Background: an optimization exercise with open tools, aiming at small area, a short achievable clock period and few clock cycles per item. Do not read the settings as production practice. The RTL was checked by simulation tests, not by an equivalence proof against the original design. No activity file was given, so power comes from the tool's default toggle rates.

## flow/config.mk

```make
export PLATFORM = sky130hd
export DESIGN_NAME = hid_keyboard_report_builder
export DESIGN_NICKNAME = hid_keyboard_report_builder
export VERILOG_FILES = /design/flow/design.v
export SDC_FILE = /design/flow/constraint.sdc
export NUM_CORES = 4
export LEC_CHECK = 0
export CAP_MARGIN = 20
export CORE_MARGIN = 2
export CORE_UTILIZATION = 45
export PLACE_DENSITY = 0.6
export SETUP_SLACK_MARGIN = 3.5
export SLEW_MARGIN = 20
```

## flow/design.v

```verilog
package hkrb_pkg;
   localparam int KEY_SLOTS_DEF   = 16;
   localparam int BLOCK_SLOTS_DEF = 4;
   localparam int REPORT_KEYS     = 6;
   localparam int MODIFIER_COUNT  = 8;
   localparam logic [2:0] FN_PRESS_MOD   = 3'd0;
   localparam logic [2:0] FN_RELEASE_MOD = 3'd1;
   localparam logic [2:0] FN_PRESS_KEY   = 3'd2;
   localparam logic [2:0] FN_RELEASE_KEY = 3'd3;
   localparam logic [2:0] FN_BLOCK       = 3'd4;
   localparam logic [2:0] FN_UNBLOCK     = 3'd5;
   localparam logic [2:0] FN_REPORT      = 3'd6;
   localparam logic [2:0] FN_QUERY       = 3'd7;
   localparam logic [1:0] ERR_OK         = 2'd0;
   localparam logic [1:0] ERR_KEY_FULL   = 2'd1;
   localparam logic [1:0] ERR_BLOCK_FULL = 2'd2;
   localparam logic [1:0] ERR_BAD_HANDLE = 2'd3;
   typedef struct packed {
      logic [7:0]  code;
      logic [7:0]  count;
      logic        reported;
      logic [63:0] act;
   } key_entry_type;
   typedef struct packed {
      logic          en;
      key_entry_type data;
   } key_wr_type;
endpackage
module hkrb_key_mem #(
   parameter int DEPTH = hkrb_pkg::KEY_SLOTS_DEF
) (
   input  logic                        clock,
   input  hkrb_pkg::key_wr_type        wr,
   input  logic [$clog2(DEPTH)-1:0]    wr_addr,
   input  logic [$clog2(DEPTH)-1:0]    rd_addr,
   output hkrb_pkg::key_entry_type     rd_data
);
   localparam int W = $bits(rd_data);
   logic [W-1:0] mem [0:DEPTH-1];
   logic [W-1:0] rd_data_ff;
   always_ff @(posedge clock) begin
      if (wr.en) begin
         mem[wr_addr] <= wr.data;
      end
      rd_data_ff <= mem[rd_addr];
   end
   assign rd_data = rd_data_ff;
endmodule
module hid_keyboard_report_builder #(
   parameter int KEY_SLOTS   = hkrb_pkg::KEY_SLOTS_DEF,
   parameter int BLOCK_SLOTS = hkrb_pkg::BLOCK_SLOTS_DEF
) (
   input  logic        clock,
   input  logic        reset,
   input  logic        start,
   output logic        busy,
   input  logic [2:0]  req_func,
   input  logic [2:0]  req_modifier_index,
   input  logic [7:0]  req_keycode,
   input  logic [63:0] req_timestamp,
   input  logic [1:0]  req_block_handle,
   output logic        rsp_valid,
   output logic        rsp_has_report,
   output logic [7:0]  rsp_modifier_bits,
   output logic [7:0]  rsp_key_slot0,
   output logic [7:0]  rsp_key_slot1,
   output logic [7:0]  rsp_key_slot2,
   output logic [7:0]  rsp_key_slot3,
   output logic [7:0]  rsp_key_slot4,
   output logic [7:0]  rsp_key_slot5,
   output logic [1:0]  rsp_handle_out,
   output logic [1:0]  rsp_error_code
);
   localparam int K  = KEY_SLOTS;
   localparam int B  = BLOCK_SLOTS;
   localparam int NM = hkrb_pkg::MODIFIER_COUNT;
   localparam int NR = hkrb_pkg::REPORT_KEYS;
   localparam int RW = (B > 1) ? $clog2(B) : 1;
   localparam int NG = 4;                 
   localparam int GS = K / NG;            
   function automatic logic le64(input logic [63:0] a, input logic [63:0] b);
      logic [63:0] lt, eq;
      lt = ~a & b;
      eq = ~(a ^ b);
      for (int w = 1; w < 64; w = w * 2)
         for (int i = 0; i + w < 64; i = i + 2 * w) begin
            lt[i] = lt[i+w] | (eq[i+w] & lt[i]);
            eq[i] = eq[i+w] & eq[i];
         end
      le64 = lt[0] | eq[0];
   endfunction
   function automatic logic [1:0] fa(input logic a, input logic b, input logic c);
      fa = {(a & b) | (a & c) | (b & c), a ^ b ^ c};
   endfunction
   function automatic logic [3:0] pc15(input logic [14:0] x);
      logic [1:0] p0, p1, p2, p3, p4, q0, q1, r0, r1, r2, u;
      p0 = fa(x[0], x[1], x[2]);
      p1 = fa(x[3], x[4], x[5]);
      p2 = fa(x[6], x[7], x[8]);
      p3 = fa(x[9], x[10], x[11]);
      p4 = fa(x[12], x[13], x[14]);
      q0 = fa(p0[0], p1[0], p2[0]);
      q1 = fa(p3[0], p4[0], q0[0]);
      r0 = fa(p0[1], p1[1], p2[1]);
      r1 = fa(p3[1], p4[1], q0[1]);
      r2 = fa(r0[0], r1[0], q1[1]);
      u  = fa(r0[1], r1[1], r2[1]);
      pc15 = {u[1], u[0], r2[0], q1[0]};
   endfunction
   logic [7:0]   mod_cnt_ff [NM];
   logic [NM-1:0] mod_nz_ff;             
   logic [K-1:0] kv_ff;                  
   logic [7:0]   kcode_ff [K];
   logic [7:0]   kcnt_ff  [K];
   logic [K-1:0] kcz_ff;                 
   logic [K-1:0] krep_ff;
   logic [63:0]  kact_ff  [K];
   logic [K-1:0] kvis_ff;                
   logic [K-1:0] cand_ff;                
   logic         older_ff [K][K];        
   logic [B-1:0] bv_ff;
   logic [63:0]  btime_ff [B];
   logic [RW-1:0] brank_ff [B];
   logic [B-1:0] brank0_ff;              
   logic         last_empty_ff;
   logic [NG-1:0] sw_pend_ff;            
   logic [NG-1:0] sw_grp_ff;             
   logic         rep_pend_ff;            
   logic [2:0]   q_func, q_mi;
   logic [7:0]   q_kc;
   logic [63:0]  q_ts;
   logic [1:0]   q_bh;
   assign q_func = req_func;
   assign q_mi   = req_modifier_index;
   assign q_kc   = req_keycode;
   assign q_ts   = req_timestamp;
   assign q_bh   = req_block_handle;
   logic         rsp_valid_ff, rsp_report_ff;
   logic [K-1:0] placed_ff;              
   logic [2:0]   pos_ff [K];             
   logic [1:0]   rsp_handle_ff, rsp_err_ff;
   logic         o_valid, o_has;
   logic [7:0]   o_mods;
   logic [7:0]   o_keys [NR];
   logic [1:0]   o_handle, o_err;
   logic rep_wait, acc, ex;
   assign rep_wait = rep_pend_ff || (acc && q_func == hkrb_pkg::FN_REPORT);
   logic [NG-1:0] sw_gv;
   logic          sw_act;
   always_comb
      for (int g = 0; g < NG; g++) sw_gv[g] = |kv_ff[g*GS +: GS];
   assign sw_act   = |(sw_pend_ff & sw_gv);
   assign busy     = rep_pend_ff;
   assign acc      = start && !reset && !busy;
   assign ex       = acc;
   logic f_pmod, f_rmod, f_pkey, f_rkey, f_blk, f_ublk, f_rep;
   assign f_pmod    = ex && q_func == hkrb_pkg::FN_PRESS_MOD;
   assign f_rmod    = ex && q_func == hkrb_pkg::FN_RELEASE_MOD;
   assign f_pkey    = ex && q_func == hkrb_pkg::FN_PRESS_KEY;
   assign f_rkey    = ex && q_func == hkrb_pkg::FN_RELEASE_KEY;
   assign f_blk     = ex && q_func == hkrb_pkg::FN_BLOCK;
   assign f_ublk    = ex && q_func == hkrb_pkg::FN_UNBLOCK;
   assign f_rep     = rep_wait && !sw_act && !reset;
   logic f_other;
   assign f_other   = ex && q_func != hkrb_pkg::FN_REPORT;
   logic [7:0] mod_nz;
   assign mod_nz = mod_nz_ff;
   logic [7:0] mod_sel, mod_new;
   assign mod_sel = mod_cnt_ff[q_mi];
   always_comb begin
      mod_new = mod_sel;
      if (f_pmod && mod_sel != 8'hFF) mod_new = mod_sel + 8'd1;
      if (f_rmod && mod_sel != 8'h00) mod_new = mod_sel - 8'd1;
   end
   logic [K-1:0] match, free_first, rel_rm;
   logic         hit, full;
   logic [7:0]   cnt_sel, cnt_inc, cnt_dec;
   always_comb begin
      cnt_sel = '0;
      for (int i = 0; i < K; i++) begin
         match[i]  = kv_ff[i] && (kcode_ff[i] == q_kc);
         rel_rm[i] = match[i] && krep_ff[i] && kcnt_ff[i][7:1] == 7'd0;
         if (match[i]) cnt_sel = cnt_sel | kcnt_ff[i];
      end
      hit  = |match;
      full = &kv_ff;
      free_first = '0;
      for (int i = K - 1; i >= 0; i--)
         if (!kv_ff[i]) free_first = K'(1) << i;
   end
   assign cnt_inc = (cnt_sel != 8'hFF) ? cnt_sel + 8'd1 : cnt_sel;
   assign cnt_dec = (cnt_sel != 8'h00) ? cnt_sel - 8'd1 : cnt_sel;
   logic ins;
   assign ins = f_pkey && !hit && !full;
   logic [B-1:0] bfree_first, brank0, brank1, bhnd;
   logic         bany_free;
   logic [RW-1:0] bactive_n, hnd_rank;
   logic         hnd_ok, blocked;
   logic [63:0]  lim_cur;
   always_comb begin
      bfree_first = '0;
      bany_free   = 1'b0;
      bactive_n   = '0;
      lim_cur     = '0;
      hnd_rank    = '0;
      for (int s = 0; s < B; s++) begin
         if (!bv_ff[s] && !bany_free) begin
            bfree_first[s] = 1'b1;
            bany_free      = 1'b1;
         end
         if (bv_ff[s]) bactive_n = bactive_n + RW'(1);
         brank0[s] = brank0_ff[s];
         brank1[s] = bv_ff[s] && brank_ff[s] == RW'(1);
         bhnd[s]   = bv_ff[s] && 2'(s) == q_bh;
         if (brank0[s]) lim_cur = lim_cur | btime_ff[s];
         if (bhnd[s])   hnd_rank = hnd_rank | brank_ff[s];
      end
      blocked = |brank0;
      hnd_ok  = |bhnd;
   end
   logic lim_chg, lim_blocked;
   always_comb begin
      lim_chg     = 1'b0;
      lim_blocked = 1'b1;
      if (f_blk && !blocked) lim_chg = 1'b1;
      if (f_ublk && hnd_ok && hnd_rank == RW'(0)) begin
         lim_chg     = 1'b1;
         lim_blocked = |brank1;
      end
   end
   logic vis_ins;
   assign vis_ins = !blocked || le64(q_ts, lim_cur);
   logic [GS-1:0] sw_vis;
   logic [63:0]   sw_opd [GS];
   always_comb begin
      for (int c = 0; c < GS; c++) begin
         sw_opd[c] = '0;
         for (int g = 0; g < NG; g++)
            if (sw_grp_ff[g]) sw_opd[c] = sw_opd[c] | kact_ff[g*GS+c];
         sw_vis[c] = le64(sw_opd[c], lim_cur);
      end
   end
   logic [K-1:0] purge, cand, reached, placed, purged;
   logic [3:0]   nbef [K];
   logic [14:0]  older_c [K];
   always_comb begin
      for (int i = 0; i < K; i++) begin
         purge[i] = kv_ff[i] && krep_ff[i] && kcz_ff[i];
         cand[i]  = cand_ff[i];
      end
      for (int i = 0; i < K; i++) begin
         for (int j = 0; j < K; j++) begin
            if (j < i) older_c[i][j]   = older_ff[j][i] && cand[j];
            if (j > i) older_c[i][j-1] = !older_ff[i][j] && cand[j];
         end
         nbef[i]    = pc15(older_c[i]);
         reached[i] = nbef[i] < 4'(NR);
         placed[i]  = f_rep && reached[i] && cand[i];
         purged[i]  = f_rep && reached[i] && purge[i];
      end
   end
   logic [K-1:0] n_kv, n_krep, n_kcz, n_kvis;
   always_comb begin
      for (int i = 0; i < K; i++) begin
         n_kv[i]   = kv_ff[i];
         n_krep[i] = krep_ff[i];
         n_kcz[i]  = kcz_ff[i];
         n_kvis[i] = kvis_ff[i];
         if (sw_grp_ff[i / GS]) n_kvis[i] = sw_vis[i % GS];
         if (lim_chg && !lim_blocked) n_kvis[i] = 1'b1;
         if (free_first[i]) begin
            n_kcz[i]  = 1'b0;
            n_krep[i] = 1'b0;
            n_kvis[i] = vis_ins;
         end
         if (ins && free_first[i]) n_kv[i] = 1'b1;
         if (match[i] && f_pkey) n_kcz[i] = 1'b0;
         if (match[i] && f_rkey) begin
            n_kcz[i] = kcnt_ff[i][7:1] == 7'd0;
            if (rel_rm[i]) n_kv[i] = 1'b0;
         end
         if (placed[i]) n_krep[i] = 1'b1;
         if (purged[i]) n_kv[i] = 1'b0;
         if (reset) n_kv[i] = 1'b0;
      end
   end
   always_ff @(posedge clock) begin
      rep_pend_ff  <= rep_wait && sw_act;
      rsp_valid_ff <= f_other || f_rep;
      placed_ff <= placed;
      for (int i = 0; i < K; i++) pos_ff[i] <= nbef[i][2:0];
      if (f_other || f_rep) begin
         rsp_report_ff <= f_rep;
         rsp_handle_ff <= '0;
         rsp_err_ff    <= hkrb_pkg::ERR_OK;
         if (f_pkey && !hit && full) rsp_err_ff <= hkrb_pkg::ERR_KEY_FULL;
         if (f_blk) begin
            if (!bany_free) rsp_err_ff <= hkrb_pkg::ERR_BLOCK_FULL;
            for (int s = 0; s < B; s++)
               if (bfree_first[s]) rsp_handle_ff <= 2'(s);
         end
         if (f_ublk && !hnd_ok) rsp_err_ff <= hkrb_pkg::ERR_BAD_HANDLE;
      end
      if (f_pmod || f_rmod) begin
         mod_cnt_ff[q_mi] <= mod_new;
         mod_nz_ff[q_mi]  <= f_pmod || mod_sel[7:1] != 7'd0;
      end
      sw_pend_ff <= sw_pend_ff & ~sw_grp_ff;
      sw_grp_ff  <= sw_grp_ff << 1;
      if (lim_chg) begin
         sw_pend_ff <= lim_blocked ? '1 : '0;
         sw_grp_ff  <= lim_blocked ? NG'(1) : '0;
      end
      for (int i = 0; i < K; i++) begin
         if (free_first[i]) begin
            kcode_ff[i] <= q_kc;
            kact_ff[i]  <= q_ts;
            kcnt_ff[i]  <= 8'd1;
         end
         if (match[i] && f_pkey) kcnt_ff[i] <= cnt_inc;
         if (match[i] && f_rkey) kcnt_ff[i] <= cnt_dec;
         kv_ff[i]   <= n_kv[i];
         krep_ff[i] <= n_krep[i];
         kcz_ff[i]  <= n_kcz[i];
         kvis_ff[i] <= n_kvis[i];
         cand_ff[i] <= n_kv[i] && n_kvis[i] && !(n_krep[i] && n_kcz[i]);
         for (int j = i + 1; j < K; j++) begin
            if (free_first[i]) older_ff[i][j] <= 1'b0;
            if (free_first[j]) older_ff[i][j] <= 1'b1;
         end
      end
      if (f_rep) last_empty_ff <= !(|mod_nz || |cand);
      if (f_blk && !blocked) brank0_ff <= bfree_first;
      if (f_ublk && hnd_ok && hnd_rank == RW'(0)) brank0_ff <= brank1;
      if (f_blk) begin
         for (int s = 0; s < B; s++)
            if (bfree_first[s]) begin
               bv_ff[s]    <= 1'b1;
               btime_ff[s] <= q_ts;
               brank_ff[s] <= bactive_n;
            end
      end
      if (f_ublk && hnd_ok) begin
         for (int s = 0; s < B; s++) begin
            if (bhnd[s]) bv_ff[s] <= 1'b0;
            else if (bv_ff[s] && brank_ff[s] > hnd_rank) brank_ff[s] <= brank_ff[s] - RW'(1);
         end
      end
      if (reset) begin
         rsp_valid_ff  <= 1'b0;
         rep_pend_ff   <= 1'b0;
         sw_pend_ff    <= '0;
         sw_grp_ff     <= '0;
         bv_ff         <= '0;
         brank0_ff     <= '0;
         last_empty_ff <= 1'b1;
         for (int m = 0; m < NM; m++) mod_cnt_ff[m] <= 8'd0;
         mod_nz_ff     <= '0;
      end
   end
   logic [7:0] slot [NR];
   always_comb begin
      for (int k = 0; k < NR; k++) begin
         slot[k] = '0;
         for (int i = 0; i < K; i++)
            if (placed_ff[i] && pos_ff[i] == 3'(k)) slot[k] = slot[k] | kcode_ff[i];
      end
   end
   always_ff @(posedge clock) begin
      o_valid  <= rsp_valid_ff && !reset;
      o_has    <= !last_empty_ff || |mod_nz || |kv_ff;
      o_mods   <= rsp_report_ff ? mod_nz : 8'd0;
      for (int k = 0; k < NR; k++) o_keys[k] <= slot[k];
      o_handle <= rsp_handle_ff;
      o_err    <= rsp_err_ff;
   end
   assign rsp_valid         = o_valid;
   assign rsp_has_report    = o_has;
   assign rsp_modifier_bits = o_mods;
   assign rsp_key_slot0     = o_keys[0];
   assign rsp_key_slot1     = o_keys[1];
   assign rsp_key_slot2     = o_keys[2];
   assign rsp_key_slot3     = o_keys[3];
   assign rsp_key_slot4     = o_keys[4];
   assign rsp_key_slot5     = o_keys[5];
   assign rsp_handle_out    = o_handle;
   assign rsp_error_code    = o_err;
endmodule
```

## flow/run.sh

```bash
#!/bin/bash
# synth_recipe.tcl (not shown) runs the flow's synth.tcl, then flattens the netlist and writes it again
# the make line also repeats each setting of config.mk as NAME=value (left out here)
make -C /OpenROAD-flow-scripts/flow DESIGN_CONFIG=/design/flow/config.mk WORK_HOME=/design/flow/orfs CLKGATE_MAP_FILE= SYNTH_SCRIPT=/design/flow/synth_recipe.tcl finish
```

## flow/constraint.sdc

```tcl
create_clock -name core_clock -period 7.5 [get_ports {clock}]
set_input_delay 1.5000 -clock core_clock [delete_from_list [all_inputs] [get_ports {clock}]]
set_output_delay 1.5000 -clock core_clock [all_outputs]
set_load 0.01 [all_outputs]
```

==> impl_metrics.tcl, run 1 <==
set metrics [dict create \
    final_max_slew_viol_count 0 \
    syn_inst 6831 \
    synth_flop_cell "edfxtp_1" \
    dp_hpwl_um 213800 \
    clkLatencyLatePin_ps 870 \
    synthesis.area_um2 89430 \
    path_max_fanout 4 \
    design_area_um2 107700 \
    setup_tns_ps 0 \
    cp-end-kind "register" \
    wl_um 347000 \
    setup_viol_count_final 0 \
    clk_path_buf_depth 3 \
    gp_congestion 1.036 \
    clock_sinks 1966 \
    wl_per_cell_um 34.32 \
    grt_pass1_vias 62399 \
    io_buffers 145 \
    ys_seq_elements 1966 \
    path_class "reg -> reg" \
    grt_antenna_before_repair 27 \
    crit_path_start_kind "register" \
    synth_cell_types 102 \
    rsz0062_at_grt "true" \
    power.density_nw_per_um2 218.2 \
    hold_path_class "reg -> reg" \
    rr_worst_depth 18 \
    period_needed_ps 4238 \
    syn2layout_area_growth_pct 20.38 \
    first_pass_iters 8 \
    finalClockSkew_ps 50.52 \
    yosysWarnings 13 \
    cts_made_buffers 202 \
    cts_tree "built" \
    avgViaCountPerCell 6.414 \
    die_y_um 449.8 \
    synth-edff-count 1541 \
    min_path_cells 0 \
    critPathLaunch "cand_ff[5]$_DFF_P_" \
    die_area_um2 202300 \
    relSlewSlack_pct 12.84 \
    post-route-period-util_pct 56.51 \
    r2r-start "cand_ff[5]$_DFF_P_" \
    fill_cells 16441 \
    cpPeakStageDelay_ps 550 \
    io_pins 146 \
    grt_pass1_wl_um 477900 \
    vias 64834 \
    preCtsSetupSlack_ps 901.0 \
    fin_nets 7890 \
    drive_gt1_share_pct 21.11 \
    ant_nets 0 \
    drcViolationCount 0 \
    final_cell_mix "edfxtp_1, nand2_1, a22o_1" \
    status "timing/DRC/antenna clean" \
    p_leak_nw 39.16 \
    place_area_um2 94770 \
    holdPathEnd "o_handle[0]$_DFF_P_" \
    finalPower_mw 23.49 \
    timing.fmax_ghz 0.2360 \
    max-cap-violations 0 \
    yosysSeqAreaShare_pct 61.26 \
    grt_overflow 0 \
    cp_slowest_cell "fa_1" \
    grt_usage_pct 32.99 \
    reg2reg_to "cand_ff[14]$_DFF_P_" \
    clk_pin_slew_worst_paths_ps 70 \
    critical_path_arrival_ps 5030 \
    layout_commonest_cell "edfxtp_1" \
    path_cells "buf_12, and2_1, fa_1, inv_2, fa_1, inv_2, fa_2, fa_2, inv_2, fa_1, inv_1, nand2_1, and3_4, a31o_4, a21oi_2, o21a_1, a21bo_4, a21oi_2" \
    rows 163 \
    start_util_pct 45.30 \
    clk_root_buffer_cell "clkbuf_16" \
    ys_async_sr_fraction_pct 0 \
    tightest_slew_ps 1300 \
    reg2reg_setup_slack_ps 3260 \
    min_from "rsp_handle_ff[0]$_SDFFCE_PN0P_" \
    required_ps 8290 \
    fin_hold_ws_ps 345.9 \
    grt_max_degree 70 \
    initialDrtViolationCount 8056 \
    fin_ws_ps 3262 \
    cts_htree_levels 4 \
    core_area_um2 197400 \
    dieWidth_um 449.8 \
    ir_worst_vdd_v 0.0002430 \
    finalHoldViolCount 0 \
    syn-num-nets 7435 \
    synth_area_per_cell_um2 13.09 \
]
[metal layers]
| metal | track usage, % | vias up | routed length [um] |
|---|---|---|---|
| met5 | 0 | - | 93 |
| met4 | 16.70 | 14 | 21620 |
| met3 | 6.177 | 962 | 29510 |
| met2 | 52.24 | 3542 | 158900 |
| met1 | 43.44 | 33056 | 136800 |
| li1 | - | 27260 | - |
[cells in the mapped netlist, types with 107 or more instances]
cell type	count	share of area [%]
nor2_1	288	1.2
xor2_1	107	1.0
and2_1	109	0.76
edfxtp_1	1541	52
fa_1	176	3.9
o21ai_0	135	0.76
inv_1	344	1.4
clkbuf_1	241	1.0
dfxtp_1	425	9.5
a221oi_1	461	4.5
buf_1	110	0.46
a21oi_1	166	0.93
a22o_1	465	4.6
a22oi_1	137	1.2
nand2b_1	110	0.77
ha_1	345	4.8
nand2_1	522	2.2
nand4_1	187	1.3
[what timing repair did]
| item | CTS | global route |
|---|---|---|
| endpoints found under the hold margin | 0 | 0 |
| pin swaps | 123 | 188 |
| setup buffers | 148 | 108 |
| setup endpoints to repair | 475 | 351 |
| hold buffers | 0 | 0 |
| cloned | 19 | 14 |
| resized for setup | 607 | 463 |
[per-stage QoR]
step / cells / util, %
global placement: 9429 / 47.98
floorplan: 6831 / -
global route: 10106 / 54.53
CTS: 9977 / 53.13
finish: 10108 / 54.53
detailed placement: 9432 / 48.00
[critical path, delay by kind of cell (launching register included)]
| family | cells | cell delay [ps] |
|---|---|---|
| AO/OA/AOI/OAI | 5 | 870 |
| buffers and inverters | 5 | 400 |
| adder cells (fa/ha/maj) | 5 | 2140 |
| flip-flops | 1 | 360 |
| AND/OR/NAND/NOR | 3 | 400 |
[cell families (layout without fill, tap and decap cells)]
family | Yosys count | after routing | synth area share, %
fa+ha+maj | 521 | 521 | 8.766
buf+inv | 778 | 1406 | 3.569
flops | 1966 | 1966 | 61.26
mux | 39 | 39 | 0.5442
xor+xnor | 143 | 143 | 1.400
other cells | 0 | 8 | 0
simple gates | 1696 | 1697 | 9.603
compound gates | 1688 | 1688 | 14.86
[state kept, by name, indices dropped and copies added (netlist names), 8 cells and up]
signal	cells
placed_ff	16
pos_ff	48
kact_ff	1024
older_ff	120
kvis_ff	16
kv_ff	16
kcode_ff	128
mod_nz_ff	8
cand_ff	16
brank_ff	8
o_keys	48
o_mods	8
mod_cnt_ff	64
kcnt_ff	128
btime_ff	256
kcz_ff	16
krep_ff	16
[worst max path at each step]
stage / end / slack, ps
6_report: cand_ff[14]$_DFF_P_ / 3260
5_1_grt: cand_ff[14]$_DFF_P_ / 3170
4_1_cts: cand_ff[15]$_DFF_P_ / 3290
3_5_place_dp: kcnt_ff[11][1]$_DFFE_PP_ / 900
3_3_place_gp: kcnt_ff[8][5]$_DFFE_PP_ / 840
2_1_floorplan: kcnt_ff[10][1]$_DFFE_PP_ / 2870
[final cells by class]
type                       count  area (um2)  area share (%)
multi-input combinational   4088       34330           31.89
clock buffer                 254        5472           5.082
clock inverter               124        1252           1.163
timing repair buffer         682        7056           6.554
tap                         2640        3303           3.068
timing repair inverter         1       7.507        0.006973
sequential                  1966       54840           50.94
antenna                        8       20.02         0.01860
inverter                     345        1373           1.275
[power breakdown]
group	total, mW	switching (mW)	internal, mW
registers	11.8	0.0397	11.8
clock network	10.2	4.41	5.81
logic	1.45	0.916	0.530
total	23.5	5.36	18.1
Testbench counts, summed over its fixed seeds: cycles 4,877, items 4,800.
==> run 2, diff against run 1 <==
--- a/flow/config.mk
+++ b/flow/config.mk
@@ -9,4 +9,6 @@
 export CORE_MARGIN = 2
 export CORE_UTILIZATION = 45
+export CTS_CLUSTER_DIAMETER = 150
+export CTS_CLUSTER_SIZE = 24
 export PLACE_DENSITY = 0.6
 export SETUP_SLACK_MARGIN = 3.5
==> run 2 against run 1 <==
  * Final area shrank 3.3%
  * Register-to-register slack gained 20 ps
  * Combinational power is essentially flat
  * Sequential power is essentially flat
  * Via count shrank 1.2%
  * Core utilization shrank 1.8 points
  * Worst hold slack gained 5.4 ps
  * Critical endpoint unchanged
  * Largest cell class unchanged
  * Largest power group unchanged
==> impl_metrics.tcl, run 2 <==
set metrics [dict create \
    status "timing/DRC/antenna clean" \
    ant_nets 0 \
    comb_power_share_pct 7.6 \
    multi_input_area_um2 34600 \
    cts_htree_levels 3 \
    path_max_fanout 17 \
    p_seq_share_pct 61.7 \
    final_cell_mix "edfxtp_1, nand2_1, a22o_1" \
    pwr-share-clk_pct 30.7 \
    synthesis.area_um2 89430 \
    grt_pass1_wl_um 478300 \
    yosys-top-cells-area "edfxtp_1, dfxtp_1, ha_1" \
    required_ps 8230 \
    post-route-period-util_pct 56.28 \
    grt_pass1_vias 61539 \
    cts_hold_buffers 0 \
    grt_max_degree 70 \
    finalHoldViolCount 0 \
    finalClockSkew_ps 39.56 \
    largest_reg_flops 1024 \
    max-cap-violations 0 \
    initialDrtViolationCount 8007 \
    fin_hold_ws_ps 351.3 \
    netlist.area_leader.share_pct 51.74 \
    final_max_slew_viol_count 0 \
    yosysSeqAreaShare_pct 61.26 \
    timing.fmax_ghz 0.2369 \
    preCtsSetupSlack_ps 901.0 \
    cp_slowest_cell "fa_1" \
    critical_path_arrival_ps 4950 \
    tightest_slew_ps 1301 \
    die_area_um2 202300 \
    clk_root_buffer_cell "clkbuf_16" \
    rows 163 \
    fill_cells 16740 \
    layout_commonest_cell "edfxtp_1" \
    grt_antenna_before_repair 20 \
    io_pins 146 \
    hold_path_class "reg -> reg" \
    cts_tree "built" \
    drcViolationCount 0 \
    clk_pin_slew_worst_paths_ps 100 \
    rr_worst_depth 18 \
    synth_flop_cell "edfxtp_1" \
    cts_made_buffers 92 \
    clock_sinks 1966 \
    crit_top_cell "fa_1" \
    p_sw_mw 4.487 \
    reg2reg_to "cand_ff[14]$_DFF_P_" \
    placed_cells 9432 \
    crit_path_start_kind "register" \
    dp_hpwl_um 213800 \
    cp-end-kind "register" \
    core_area_um2 197400 \
    path_class "reg -> reg" \
    synth-edff-count 1541 \
    drive_gt1_share_pct 19.51 \
    ys_async_sr_fraction_pct 0 \
    biggestRegsByFlops "kact_ff x1024, btime_ff x256" \
    wl_met1_um 137000 \
    synth_area_per_cell_um2 13.09 \
    io_buffers 145 \
    met2_wirelength_um 159300 \
    utilization_pct 52.75 \
    first_pass_iters 6 \
    rsz0062_at_grt "true" \
    seq_area_um2 54840 \
    wl_per_cell_um 34.89 \
    grt_usage_pct 33.08 \
    synth_common_cells "edfxtp_1, nand2_1, a22o_1" \
    reg2reg_setup_slack_ps 3280 \
    synth_cell_types 102 \
    met3_length_um 28810 \
    crit_path_end "cand_ff[14]$_DFF_P_" \
    setup_viol_count_final 0 \
    die_y_um 449.8 \
    setup_tns_ps 0 \
    netSwitchingFraction_pct 23.45 \
    ys_seq_elements 1966 \
    yosysMostFrequentCell "edfxtp_1" \
    start_util_pct 45.30 \
    clkLatencyLatePin_ps 800 \
    ir_worst_vdd_v 0.0001895 \
    p_int_mw 14.65 \
    vias 64071 \
    avgViaCountPerCell 6.479 \
    power.density_nw_per_um2 183.8 \
    r2r-start "cand_ff[6]$_DFF_P_" \
    dieWidth_um 449.8 \
    clk_path_buf_depth 3 \
    relSlewSlack_pct 12.94 \
    finalNonFillerCells 9889 \
    synth_top_area_cell "edfxtp_1" \
    fin_nets 7802 \
    syn2layout_area_growth_pct 16.45 \
    grt_overflow 0 \
    wl_um 345000 \
    critPathLaunch "cand_ff[6]$_DFF_P_" \
    period_needed_ps 4221 \
    gp_congestion 1.036 \
    syn_inst 6831 \
    path_cells "buf_12, and2_4, fa_1, inv_1, fa_1, inv_2, fa_2, fa_2, inv_2, fa_1, inv_1, nand2_1, and3_4, a31o_4, a21oi_2, o21a_1, a21bo_4, a21oi_2" \
    cpPeakStageDelay_ps 530 \
    fin_ws_ps 3279 \
    p_leak_nw 37.34 \
    largest-register "kact_ff" \
    yosysWarnings 13 \
    highest_layer "met5" \
    syn-num-nets 7435 \
]
[run 2: cell counts after synthesis]
No cell type changed its count.
[run 2: critical path, delay by kind of cell, from the launching register on]
kind	cells	cell delay, ps
buffers and inverters	5	390
adders and majority gates	5	2120
and+or+nand+nor	3	410
AOI/OAI and AO/OA	5	850
DFF	1	340
[run 2: repair_timing]
action                                  CTS  global route
hold endpoints to repair                  0             0
buffers inserted                        179            96
resized for setup                       660           457
pin swaps                               160           152
endpoints found under the setup margin  504           327
gates cloned                             27             8
[run 2: worst min-delay path by stage]
stage | start | end | slack [ps] | depth (start not counted)
after detailed placement | rsp_err_ff[1]$_SDFFCE_PP1P_ | o_err[1]$_DFF_P_ | 340 | 0
final | rsp_err_ff[1]$_SDFFCE_PP1P_ | o_err[1]$_DFF_P_ | 350 | 0
after global routing | rsp_handle_ff[0]$_SDFFCE_PN0P_ | o_handle[0]$_DFF_P_ | 370 | 0
after floorplan | rsp_err_ff[0]$_SDFFCE_PP1P_ | o_err[0]$_DFF_P_ | 320 | 0
after CTS | rsp_err_ff[1]$_SDFFCE_PP1P_ | o_err[1]$_DFF_P_ | 360 | 0
after global placement | rsp_handle_ff[0]$_SDFFCE_PN0P_ | o_handle[0]$_DFF_P_ | 330 | 0
[run 2: logic make-up after synthesis]
kind of cell               Yosys count  synth area share, %
DFF                               1966                61.26
muxes                               39               0.5442
and+or+nand+nor                   1696                9.603
xor gates and xnor gates           143                1.400
buffers and inverters              778                3.569
adders and majority gates          521                8.766
AOI/OAI and AO/OA                 1688                14.86
[run 2: routing by layer]
metal | vias to the layer above | global-route usage, %
met5 | - | 0
met4 | 8 | 15.82
met3 | 816 | 5.493
met2 | 3422 | 52.72
met1 | 32915 | 44.11
li1 | 26910 | -
[run 2: through the flow]
| stage | power, mW | cell area, um2 |
|---|---|---|
| 2_1_floorplan | 12.71 | 89770 |
| 3_3_place_gp | 13.25 | 94730 |
| 3_5_place_dp | 13.27 | 94770 |
| 4_1_cts | 19.14 | 101500 |
| 5_1_grt | 19.64 | 104100 |
| 6_report | 19.14 | 104100 |
[run 2: power by group through the flow]
stage	Clock (mW)	Combinational, mW	Sequential [mW]
final	5.87	1.46	11.8
after global routing	6.28	1.56	11.8
after CTS	5.96	1.38	11.8
after detailed placement	0	1.20	12.1
after global placement	0	1.18	12.1
after floorplan	0	0.668	12.0
[run 2: final cells by class]
cell class / instances / area share [%]
diodes: 12 / 0.02883
clock buffers: 125 / 2.370
clock inverters: 8 / 0.1610
inverters: 345 / 1.320
multi-input cells: 4088 / 33.22
flip-flops and latches: 1966 / 52.65
well taps: 2640 / 3.172
repair buffers: 704 / 7.067
repair inverters: 1 / 0.004806
==> run 3, diff against run 2 <==
--- a/flow/config.mk
+++ b/flow/config.mk
@@ -9,7 +9,5 @@
 export CORE_MARGIN = 2
 export CORE_UTILIZATION = 45
-export CTS_CLUSTER_DIAMETER = 150
-export CTS_CLUSTER_SIZE = 24
 export PLACE_DENSITY = 0.6
-export SETUP_SLACK_MARGIN = 3.5
+export SETUP_SLACK_MARGIN = 3.2
 export SLEW_MARGIN = 20
==> run 3 against run 2 <==
  * Sequential cell count unchanged
  * Non-clock buffer count decreased by 213
  * Final area hardly changed
  * Worst hold slack got worse by 2.7 ps
  * Largest cell class unchanged
  * Clock-buffer cell count is 138 higher
  * Final cell count increased by 0.40%
  * Critical path depth grew 2
  * Worst setup slack lost 200 ps
==> impl_metrics.tcl, run 3 <==
set metrics [dict create \
    rows 163 \
    post-route-period-util_pct 58.98 \
    grt_max_degree 74 \
    cts_htree_levels 4 \
    reg2reg_setup_slack_ps 3080 \
    layout_commonest_cell "edfxtp_1" \
    drcViolationCount 0 \
    p_int_mw 17.88 \
    path_class "reg -> reg" \
    avgViaCountPerCell 6.428 \
    dieWidth_um 449.8 \
    comb_power_share_pct 6.0 \
    clock_sinks 1966 \
    timing.fmax_ghz 0.2261 \
    gp_congestion 1.048 \
    wl_um 333400 \
    p_sw_mw 5.428 \
    io_pins 146 \
    cts_tree "built" \
    dp_hpwl_um 210800 \
    clk_path_buf_depth 3 \
    synthesis.area_um2 89430 \
    grt_pass1_wl_um 467600 \
    status "timing/DRC/antenna clean" \
    synth_common_cells "edfxtp_1, nand2_1, a22o_1" \
    grt_overflow 0 \
    die_y_um 449.8 \
    drive_gt1_share_pct 14.87 \
    p_leak_nw 37.67 \
    netlist.area_leader.share_pct 51.74 \
    grt_pass1_vias 61992 \
    required_ps 8310 \
    setup_viol_count_final 0 \
    period_needed_ps 4423 \
    pwr-share-clk_pct 43.3 \
    wl_per_cell_um 33.58 \
    critical_path_arrival_ps 5230 \
    ant_nets 0 \
    finalClockSkew_ps 86.02 \
    first_pass_iters 9 \
    synth_flop_cell "edfxtp_1" \
    cts_made_buffers 204 \
    grt_antenna_before_repair 29 \
    yosysSeqAreaShare_pct 61.26 \
    max-cap-violations 0 \
    critPathLaunch "cand_ff[7]$_DFF_P_" \
    p_seq_share_pct 50.7 \
    clk_root_buffer_cell "clkbuf_16" \
    yosysMostFrequentCell "edfxtp_1" \
    vias 63828 \
    hold_path_class "reg -> reg" \
    initialDrtViolationCount 7288 \
    cts_hold_buffers 0 \
    final_max_slew_viol_count 0 \
    clk_pin_slew_worst_paths_ps 60 \
    synth_cell_types 102 \
    syn2layout_area_growth_pct 16.43 \
    yosysWarnings 13 \
    crit_path_end "cand_ff[6]$_DFF_P_" \
    grt_usage_pct 32.15 \
    syn-num-nets 7435 \
    synth_top_area_cell "edfxtp_1" \
    syn_inst 6831 \
    cp-end-kind "register" \
    start_util_pct 45.30 \
    rr_worst_depth 20 \
    core_area_um2 197400 \
    synth-edff-count 1541 \
    die_area_um2 202300 \
    setup_tns_ps 0 \
    rsz0062_at_grt "true" \
    reg2reg_to "cand_ff[6]$_DFF_P_" \
    io_buffers 145 \
    ys_seq_elements 1966 \
    path_max_fanout 6 \
    largest_reg_flops 1024 \
    largest-register "kact_ff" \
    fill_cells 16801 \
    netSwitchingFraction_pct 23.29 \
    fin_nets 7699 \
    yosys-top-cells-area "edfxtp_1, dfxtp_1, ha_1" \
    ys_async_sr_fraction_pct 0 \
    ir_worst_vdd_v 0.0002336 \
    tightest_slew_ps 1300 \
    finalHoldViolCount 0 \
    biggestRegsByFlops "kact_ff x1024, btime_ff x256" \
    clkLatencyLatePin_ps 900 \
    final_cell_mix "edfxtp_1, nand2_1, a22o_1" \
    r2r-start "cand_ff[7]$_DFF_P_" \
    finalPower_mw 23.30 \
    synth_area_per_cell_um2 13.09 \
    crit_path_start_kind "register" \
    relSlewSlack_pct 12.84 \
    power.density_nw_per_um2 223.8 \
]
[run 3: cell counts after synthesis]
No cell type changed its count.
[run 3: stage by stage]
| stage | std cells | util (%) | hold slack [ps] | area (um2) | setup WS (ps) |
|---|---|---|---|---|---|
| global placement | 9401 | 47.92 | 328.6 | 94600 | 807.1 |
| detailed placement | 9406 | 47.96 | 331.4 | 94680 | 751.0 |
| CTS | 9866 | 52.23 | 352.4 | 103100 | 3035 |
| finish | 9929 | 52.75 | 348.6 | 104100 | 3077 |
| floorplan | 6831 | - | 323.3 | 89780 | 2863 |
| global route | 9919 | 52.73 | 359.2 | 104100 | 3026 |
[run 3: worst min-delay path by stage]
| stage | start | to | slack [ps] | cells past startpoint |
|---|---|---|---|---|
| 2_1_floorplan | rsp_err_ff[0]$_SDFFCE_PP1P_ | o_err[0]$_DFF_P_ | 320 | 0 |
| 6_report | rsp_handle_ff[0]$_SDFFCE_PN0P_ | o_handle[0]$_DFF_P_ | 350 | 0 |
| 5_1_grt | rsp_err_ff[1]$_SDFFCE_PP1P_ | o_err[1]$_DFF_P_ | 360 | 0 |
| 3_5_place_dp | rsp_err_ff[1]$_SDFFCE_PP1P_ | o_err[1]$_DFF_P_ | 330 | 0 |
| 4_1_cts | rsp_handle_ff[0]$_SDFFCE_PN0P_ | o_handle[0]$_DFF_P_ | 350 | 0 |
| 3_3_place_gp | rsp_handle_ff[1]$_SDFFCE_PN0P_ | o_handle[1]$_DFF_P_ | 330 | 0 |
[run 3: critical path, cell delays in order (launching register included)]
cell,delay [ps]
dfxtp_4,410
buf_8,160
buf_4,130
buf_6,120
nor2b_4,120
fa_1,530
inv_2,50
fa_2,590
inv_2,50
fa_2,340
fa_2,350
inv_2,60
fa_1,420
inv_2,80
nand2_2,40
and3_4,170
nand3_2,80
nand2_2,60
a211oi_2,320
nand2_2,160
a21oi_2,120
[run 3: power groups by stage]
stage	registers [mW]	clock network (mW)	logic, mW
floorplan	12.0	0	0.665
global placement	12.1	0	1.19
detailed placement	12.1	0	1.22
CTS	11.8	10.2	1.34
global route	11.8	10.6	1.49
finish	11.8	10.1	1.40
[run 3: per-layer routing]
layer | part of all wire (%) | track usage, % | vias to the layer above
met5 | 0.025 | 0.07102 | -
met4 | 5.4 | 14.70 | 12
met3 | 9.0 | 7.473 | 913
met2 | 46 | 51.18 | 3490
met1 | 39 | 41.76 | 32548
li1 | - | - | 26865
[run 3: cell families after synthesis]
family,synth area share (%)
simple gates,9.603
flops,61.26
xor+xnor,1.400
compound gates,14.86
fa+ha+maj,8.766
buf+inv,3.569
mux,0.5442
[run 3: area by class of cell]
| cell class | instances | area [um2] | share of cell area (%) |
|---|---|---|---|
| multi-input cells | 4087 | 33110 | 31.80 |
| flip-flops and latches | 1966 | 54840 | 52.66 |
| inverters | 345 | 1388 | 1.333 |
| clock inverters | 118 | 1210 | 1.162 |
| repair buffers | 491 | 4780 | 4.590 |
| clock buffers | 263 | 5454 | 5.238 |
| diodes | 19 | 47.55 | 0.04566 |
| well taps | 2640 | 3303 | 3.172 |
[run 3: what timing repair did]
item                       CTS  global route
gates resized for setup    280           231
gates cloned                 8             2
pin swaps                   41            68
setup endpoints to repair  572           319
setup buffers               71            42
==> run 4, diff against run 3 <==
--- a/flow/config.mk
+++ b/flow/config.mk
@@ -8,6 +8,8 @@
 export CAP_MARGIN = 20
 export CORE_MARGIN = 2
-export CORE_UTILIZATION = 45
-export PLACE_DENSITY = 0.6
-export SETUP_SLACK_MARGIN = 3.2
+export CORE_UTILIZATION = 50
+export CTS_CLUSTER_DIAMETER = 150
+export CTS_CLUSTER_SIZE = 24
+export PLACE_DENSITY = 0.65
+export SETUP_SLACK_MARGIN = 3.5
 export SLEW_MARGIN = 20
==> run 4 against run 3 <==
  * Combinational power up 3%
  * Critical endpoint is now cand_ff[12]$_DFF_P_
  * Global-route usage up 5.3 points
  * Sequential power about the same
  * Clock skew down 30 ps
  * Clock power down 43%
  * Sequential cell count unchanged
==> impl_metrics.tcl, run 4 <==
set metrics [dict create \
    grt_pass1_wl_um 478800 \
    synth_adder_area_share_pct 8.766 \
    placed_cells 9113 \
    ys_seq_elements 1966 \
    drcViolationCount 0 \
    cpPeakStageDelay_ps 530 \
    path_max_fanout 6 \
    clk_path_buf_depth 3 \
    synthMuxAreaShare_pct 0.5442 \
    ys_async_sr_fraction_pct 0 \
    first_pass_iters 8 \
    yosys-top-cells-area "edfxtp_1, dfxtp_1, ha_1" \
    dieWidth_um 426.9 \
    synth_common_cells "edfxtp_1, nand2_1, a22o_1" \
    clk_root_buffer_cell "clkbuf_16" \
    p_leak_nw 37.08 \
    max-cap-violations 0 \
    clk_pin_slew_worst_paths_ps 100 \
    wl_um 348700 \
    final_max_slew_viol_count 0 \
    grt_antenna_before_repair 22 \
    relSlewSlack_pct 10.89 \
    tightest_slew_ps 1335 \
    largest-register "kact_ff" \
    largest_reg_flops 1024 \
    path_class "reg -> reg" \
    setup_viol_count_final 0 \
    gp_congestion 1.055 \
    grt_pass1_vias 61294 \
    io_buffers 145 \
    place_area_um2 94280 \
    synth-edff-count 1541 \
    finalHoldViolCount 0 \
    period_needed_ps 4276 \
    yosysWarnings 13 \
    yosysSeqAreaShare_pct 61.26 \
    yosysMostFrequentCell "edfxtp_1" \
    synth_compound_area_share_pct 14.86 \
    hold_path_class "reg -> reg" \
    critical_path_arrival_ps 4980 \
    core_area_um2 178000 \
    utilization_pct 58.15 \
    p_int_mw 14.62 \
    fin_nets 7767 \
    p_seq_share_pct 62.0 \
    die_area_um2 182300 \
    comb_power_share_pct 7.6 \
    required_ps 8200 \
    rows 155 \
    netlist.area_leader.share_pct 51.74 \
    synth_flop_cell "edfxtp_1" \
    fill_cells 14128 \
    cts_made_buffers 91 \
    cp_slowest_cell "fa_2" \
    biggestRegsByFlops "kact_ff x1024, btime_ff x256" \
    synth_area_per_cell_um2 13.09 \
    pwr-share-clk_pct 30.4 \
    synth_top_area_cell "edfxtp_1" \
    design_area_um2 103500 \
    cp-end-kind "register" \
    start_util_pct 50.23 \
    p_sw_mw 4.408 \
    syn-num-nets 7435 \
    cts_tree "built" \
    layout_commonest_cell "edfxtp_1" \
    avgViaCountPerCell 6.742 \
    drive_gt1_share_pct 19.27 \
    crit_top_cell "inv_2" \
    dp_hpwl_um 218900 \
    synth_top_family_by_area "compound AO/OA/AOI/OAI gates" \
    synthesis.area_um2 89430 \
    finalClockSkew_ps 56.37 \
    crit_path_start_kind "register" \
    ir_worst_vdd_v 0.0001813 \
    grt_usage_pct 37.43 \
    status "timing/DRC/antenna clean" \
    setup_tns_ps 0 \
    power.density_nw_per_um2 183.8 \
    die_y_um 426.9 \
    cts_htree_levels 3 \
    clock_sinks 1966 \
    finalNonFillerCells 9590 \
    grt_overflow 0 \
    wl_per_cell_um 36.36 \
    final_cell_mix "edfxtp_1, nand2_1, a22o_1" \
    synth_cell_types 102 \
    io_pins 146 \
    netSwitchingFraction_pct 23.17 \
    path_cells "buf_6, buf_12, buf_12, and2_4, fa_1, inv_2, fa_2, inv_2, fa_2, fa_2, inv_2, fa_1, inv_2, nand2_2, and3_4, nand3_2, o21ai_2, a211oi_2, and3_1" \
    vias 64652 \
    timing.fmax_ghz 0.2338 \
    rsz0062_at_grt "true" \
    syn2layout_area_growth_pct 15.75 \
    clkLatencyLatePin_ps 810 \
    post-route-period-util_pct 57.02 \
    synthXorXnorAreaFrac_pct 1.400 \
    grt_max_degree 78 \
    ant_nets 0 \
    initialDrtViolationCount 8185 \
    syn_inst 6831 \
    synth_simple_gate_area_share_pct 9.603 \
]
==> run 4: logic make-up (layout without fill, tap and decap cells) <==
logic type,after synthesis,count (layout)
flops,1966,1966
other cells,0,10
fa+ha+maj,521,521
buf+inv,778,1170
xor+xnor,143,143
mux,39,39
compound gates,1688,1689
simple gates,1696,1697
==> run 4: routing by layer <==
metal  part of all wire [%]  track usage [%]  wire [um]
met4                    6.6            20.01      22930
met5                  0.059           0.2910        204
met3                    9.7            6.869      33680
met1                     38            50.00     134100
met2                     45            58.28     157700
==> run 4: repair_timing <==
| item | 4_1_cts | 5_1_grt |
|---|---|---|
| pin swaps | 145 | 172 |
| buffers inserted | 204 | 81 |
| gates resized for setup | 677 | 488 |
| cloned | 15 | 10 |
| hold buffers | 0 | 0 |
| setup endpoints to repair | 949 | 433 |
==> run 4: path summary, 6_finish.rpt <==
check | startpoint | end | slack, ps | depth (start not counted)
worst max-delay path | cand_ff[8]$_DFF_P_ | cand_ff[12]$_DFF_P_ | 3220 | 19
worst min register to register | rsp_handle_ff[1]$_SDFFCE_PN0P_ | o_handle[1]$_DFF_P_ | 350 | 0
worst max register to register | cand_ff[8]$_DFF_P_ | cand_ff[12]$_DFF_P_ | 3220 | 19
worst min-delay path | rsp_handle_ff[1]$_SDFFCE_PN0P_ | o_handle[1]$_DFF_P_ | 350 | 0
==> run 4: layout make-up <==
class / count / area, um2 / area share (%)
Clock buffer: 149 / 2505 / 2.420
Tap cell: 2355 / 2947 / 2.846
Timing Repair inverter: 1 / 5.005 / 0.004835
Antenna cell: 10 / 25.02 / 0.02417
Timing Repair Buffer: 669 / 7144 / 6.901
Multi-Input combinational cell: 4089 / 34590 / 33.41
Inverter: 345 / 1365 / 1.319
Sequential cell: 1966 / 54840 / 52.98
Clock inverter: 6 / 102.6 / 0.09911
==> run 4: worst max-delay path: cells and delay by family (launching register included) <==
kind | cells | cell delay (ps)
buffers and inverters | 7 | 640
DFF | 1 | 420
AOI/OAI and AO/OA | 2 | 320
adders and majority gates | 5 | 2130
and+or+nand+nor | 5 | 650
==> run 4: power groups by stage <==
stage | clock network (mW) | logic (mW) | registers, mW
6_report | 5.78 | 1.44 | 11.8
5_1_grt | 6.14 | 1.54 | 11.8
3_5_place_dp | 0 | 1.20 | 12.1
3_3_place_gp | 0 | 1.18 | 12.1
4_1_cts | 5.82 | 1.36 | 11.8
2_1_floorplan | 0 | 0.668 | 12.0
==> run 4: metrics by stage <==
| step | hold slack (ps) | total power [mW] | setup WS (ps) |
|---|---|---|---|
| global placement | 329.1 | 13.25 | 1060 |
| CTS | 351.8 | 18.99 | 3255 |
| finish | 348.5 | 19.03 | 3224 |
| detailed placement | 328.8 | 13.27 | 1039 |
| global route | 355.7 | 19.49 | 3159 |
| floorplan | 323.3 | 12.71 | 2872 |
==> run 5, diff against run 4 <==
--- a/flow/design.v
+++ b/flow/design.v
@@ -260,5 +260,5 @@
       end
    end
-   logic [K-1:0] n_kv, n_krep, n_kcz, n_kvis;
+   logic [K-1:0] n_kv, n_krep, n_kcz, n_kvis, n_cand;
    always_comb begin
       for (int i = 0; i < K; i++) begin
@@ -283,4 +283,6 @@
          if (purged[i]) n_kv[i] = 1'b0;
          if (reset) n_kv[i] = 1'b0;
+         n_cand[i] = f_rep ? cand_ff[i] && !(reached[i] && kcz_ff[i])
+                           : n_kv[i] && n_kvis[i] && !(n_krep[i] && n_kcz[i]);
       end
    end
@@ -324,5 +326,5 @@
          kcz_ff[i]  <= n_kcz[i];
          kvis_ff[i] <= n_kvis[i];
-         cand_ff[i] <= n_kv[i] && n_kvis[i] && !(n_krep[i] && n_kcz[i]);
+         cand_ff[i] <= n_cand[i];
          for (int j = i + 1; j < K; j++) begin
             if (free_first[i]) older_ff[i][j] <= 1'b0;
--- a/flow/config.mk
+++ b/flow/config.mk
@@ -8,8 +8,8 @@
 export CAP_MARGIN = 20
 export CORE_MARGIN = 2
-export CORE_UTILIZATION = 50
+export CORE_UTILIZATION = 45
 export CTS_CLUSTER_DIAMETER = 150
 export CTS_CLUSTER_SIZE = 24
-export PLACE_DENSITY = 0.65
+export PLACE_DENSITY = 0.6
 export SETUP_SLACK_MARGIN = 3.5
 export SLEW_MARGIN = 20
==> run 5 against run 4 <==
  * Core utilization is 4.8 points lower
  * Worst hold slack improved by 7.5 ps
  * Largest cell class unchanged
  * Clock power increased by 3%
  * Critical path type unchanged
  * Still clean
  * Highest routed layer unchanged
==> impl_metrics.tcl, run 5 <==
set metrics [dict create \
    min_from "rsp_handle_ff[0]$_SDFFCE_PN0P_" \
    io_buffers 145 \
    ys_seq_elements 1966 \
    core_area_um2 197400 \
    vias 64625 \
    cts_htree_levels 3 \
    relSlewSlack_pct 15.45 \
    min_path_cells 0 \
    timing.fmax_ghz 0.2361 \
    setup_viol_count_final 0 \
    synth-edff-count 1541 \
    final_max_slew_viol_count 0 \
    grt_max_degree 85 \
    utilization_pct 53.31 \
    grt_pass1_wl_um 488800 \
    gp_congestion 1.060 \
    start_util_pct 45.34 \
    crit_top_cell "inv_2" \
    holdPathEnd "o_handle[0]$_DFF_P_" \
    io_pins 146 \
    p_leak_nw 38.12 \
    status "timing/DRC/antenna clean" \
    synth_area_per_cell_um2 13.04 \
    layout_commonest_cell "edfxtp_1" \
    power.density_nw_per_um2 181.6 \
    cts_hold_buffers 0 \
    avgViaCountPerCell 6.507 \
    syn-num-nets 7467 \
    synth_cell_types 85 \
    path_cells "buf_12, buf_12, buf_4, nor2b_4, fa_1, inv_2, fa_2, inv_2, fa_2, fa_2, inv_2, fa_1, inv_2, a21boi_4, and4_1, o21a_1, nor3_2, a31o_2" \
    period_needed_ps 4235 \
    yosysWarnings 13 \
    syn_inst 6863 \
    path_max_fanout 7 \
    synth_flop_cell "edfxtp_1" \
    reg2reg_setup_slack_ps 3270 \
    crit_path_start_kind "register" \
    wl_um 354900 \
    use_met3_pct 7.104 \
    setup_tns_ps 0 \
    grt.met1_usage_pct 44.56 \
    ant_nets 0 \
    dieWidth_um 450.0 \
    biggestRegsByFlops "kact_ff x1024, btime_ff x256" \
    final_cell_mix "edfxtp_1, nand2_1, a22o_1" \
    synth_top_area_cell "edfxtp_1" \
    clk_path_buf_depth 3 \
    fill_cells 16584 \
    yosysSeqAreaShare_pct 61.20 \
    rows 163 \
    critical_path_arrival_ps 4940 \
    finalClockSkew_ps 74.84 \
    crit_family "adder cells" \
    ir_worst_vdd_v 0.0002223 \
    dp_hpwl_um 220200 \
    first_pass_iters 7 \
    initialDrtViolationCount 7819 \
    finalHoldViolCount 0 \
    clk_root_buffer_cell "clkbuf_16" \
    cp_slowest_cell "fa_1" \
    largest-register "kact_ff" \
    clk_pin_slew_worst_paths_ps 100 \
    required_ps 8200 \
    grt_pass1_vias 62109 \
    ys_async_sr_fraction_pct 0 \
    reg2reg_to "cand_ff[3]$_DFF_P_" \
    netlist.area_leader.share_pct 51.69 \
    fin_hold_ws_ps 356.0 \
    r2r-start "cand_ff[7]$_DFF_P_" \
    cp-end-kind "register" \
    syn2layout_area_growth_pct 17.58 \
    clock_sinks 1966 \
    die_area_um2 202500 \
    crit_buf_inv 7 \
    yosysMostFrequentCell "edfxtp_1" \
    largest_reg_flops 1024 \
    fin_nets 7833 \
    die_y_um 450.0 \
    drive_gt1_share_pct 19.88 \
    drcViolationCount 0 \
    max-cap-violations 0 \
    grt_antenna_before_repair 28 \
    rr_worst_depth 18 \
    synth_common_cells "edfxtp_1, nand2_1, a22o_1" \
    yosys-top-cells-area "edfxtp_1, dfxtp_1, ha_1" \
    tightest_slew_ps 1267 \
    cp_num_cells 18 \
    synthesis.area_um2 89520 \
    clkLatencyLatePin_ps 820 \
    cts_made_buffers 93 \
    grt_overflow 0 \
    rsz0062_at_grt "true" \
    cts_tree "built" \
    gr-usage-met2_pct 53.34 \
    hold_path_class "reg -> reg" \
    post-route-period-util_pct 56.47 \
    grt_usage_pct 34.00 \
    cpPeakStageDelay_ps 570 \
    busiest_layer "met2" \
    path_class "reg -> reg" \
    wl_per_cell_um 35.74 \
]
[run 5: changes by cell type after synthesis, sizes merged, moves of 11 or more]
cell / change
a211oi: +22
a21boi: +18
a21oi: -38
and2: -20
inv: -13
mux2i: +21
nand2: +40
nand2b: -14
nand3: -12
nor2: +19
nor3: +32
nor3b: +11
o21ai: -55
o21bai: +19
[run 5: timing repair]
| action | CTS | global route |
|---|---|---|
| resized for setup | 685 | 499 |
| setup buffers | 172 | 94 |
| setup endpoints to repair | 785 | 527 |
| pin swaps | 163 | 239 |
| endpoints found under the hold margin | 0 | 0 |
| gates cloned | 25 | 14 |
[run 5: where the power goes]
group | switching (mW) | internal (mW) | total, mW
logic | 0.839 | 0.502 | 1.34
registers | 0.0391 | 11.8 | 11.8
clock network | 3.57 | 2.40 | 5.97
total | 4.45 | 14.7 | 19.1
[run 5: worst max-delay path by stage]
stage               slack [ps]                  endpoint                     from
global route              3200       cand_ff[11]$_DFF_P_       cand_ff[7]$_DFF_P_
floorplan                 2970   kcnt_ff[5][1]$_DFFE_PP_           req_keycode[3]
finish                    3270        cand_ff[3]$_DFF_P_       cand_ff[7]$_DFF_P_
detailed placement         930  kcnt_ff[13][7]$_DFFE_PP_           req_keycode[6]
global placement           950  kcnt_ff[12][3]$_DFFE_PP_           req_keycode[6]
CTS                       3240        cand_ff[3]$_DFF_P_  sw_grp_ff[1]$_SDFF_PP0_
[run 5: cell families after synthesis]
group / count (synthesis) / synth area share [%]
XOR/XNOR: 140 / 1.370
multiplexers: 60 / 0.7785
flip-flops: 1966 / 61.20
buffers and inverters: 757 / 3.350
AND/OR/NAND/NOR: 1768 / 9.873
adder cells (fa/ha/maj): 521 / 8.758
AO/OA/AOI/OAI: 1651 / 14.67
[run 5: metal layers]
metal  vias up  wire length, um  share of wire, %
met2      3371           162000                46
met5         -               80             0.023
met4        14            22770               6.4
met1     33246           141000                40
li1      27071                -                 -
met3       923            29150               8.2
[run 5: worst register-to-register path, delay by kind of cell, from the launching register on]
family          cells  cell delay (ps)
compound gates      3              400
fa+ha+maj           5             2200
buf+inv             7              660
flops               1              340
simple gates        3              470
[run 5: cell type report]
cell class | count | area, um2 | share of cell area, %
clock buffers | 130 | 2487 | 2.363
repair buffers | 691 | 7335 | 6.968
well taps | 2640 | 3303 | 3.138
diodes | 17 | 42.54 | 0.04042
inverters | 333 | 1364 | 1.296
repair inverters | 3 | 17.52 | 0.01664
flip-flops and latches | 1966 | 54840 | 52.10
multi-input cells | 4141 | 35650 | 33.87
clock inverters | 11 | 215.2 | 0.2045
[run 5: stage by stage]
step / cell area [um2] / worst slack [ps] / cells / power, mW
floorplan: 89940 / 2972 / 6863 / 12.59
global placement: 95150 / 945.7 / 9466 / 13.08
CTS: 102400 / 3238 / 9805 / 19.08
finish: 105300 / 3265 / 9932 / 19.12
detailed placement: 95190 / 926.9 / 9467 / 13.10
global route: 105200 / 3198 / 9922 / 19.64
Testbench counts of run 5, summed over its fixed seeds: cycles 4,877, items 4,800.

[afterwards: timing with drivers on the ports]
No port has a modelled driver above. Below, the same layouts with a new extraction and two added sets of constraints.
Step 1 assumes that a clkbuf_16 drives the clock port and a buf_2 every other input.
Step 2 moves the port delays by t, midway between the first and last clock arrival at a register: inputs arrive t later, outputs are due t later. That takes back most of the time a late clock gives input paths.
a / b / c = ideal / step 1 / step 2; a / b = the first two.
| run | shift t [ns] | slack for setup (ns) | worst register clock-pin slew, ns |
|---|---|---|---|
| run 1 | 0.944 | 3.262 / 3.196 / 2.252 | 0.07 / 0.07 |
| run 2 | 0.871 | 3.279 / 3.276 / 2.405 | 0.11 / 0.11 |
| run 3 | 0.944 | 3.077 / 3.077 / 2.222 | 0.07 / 0.07 |
| run 4 | 0.867 | 3.224 / 3.224 / 2.443 | 0.12 / 0.12 |
| run 5 | 0.876 | 3.265 / 3.265 / 2.448 | 0.11 / 0.11 |
After both steps every run listed still meets setup and hold. The setup slack of run 1, which loses most, moves by -0.066 ns with the drivers and by -1.010 ns with both steps.
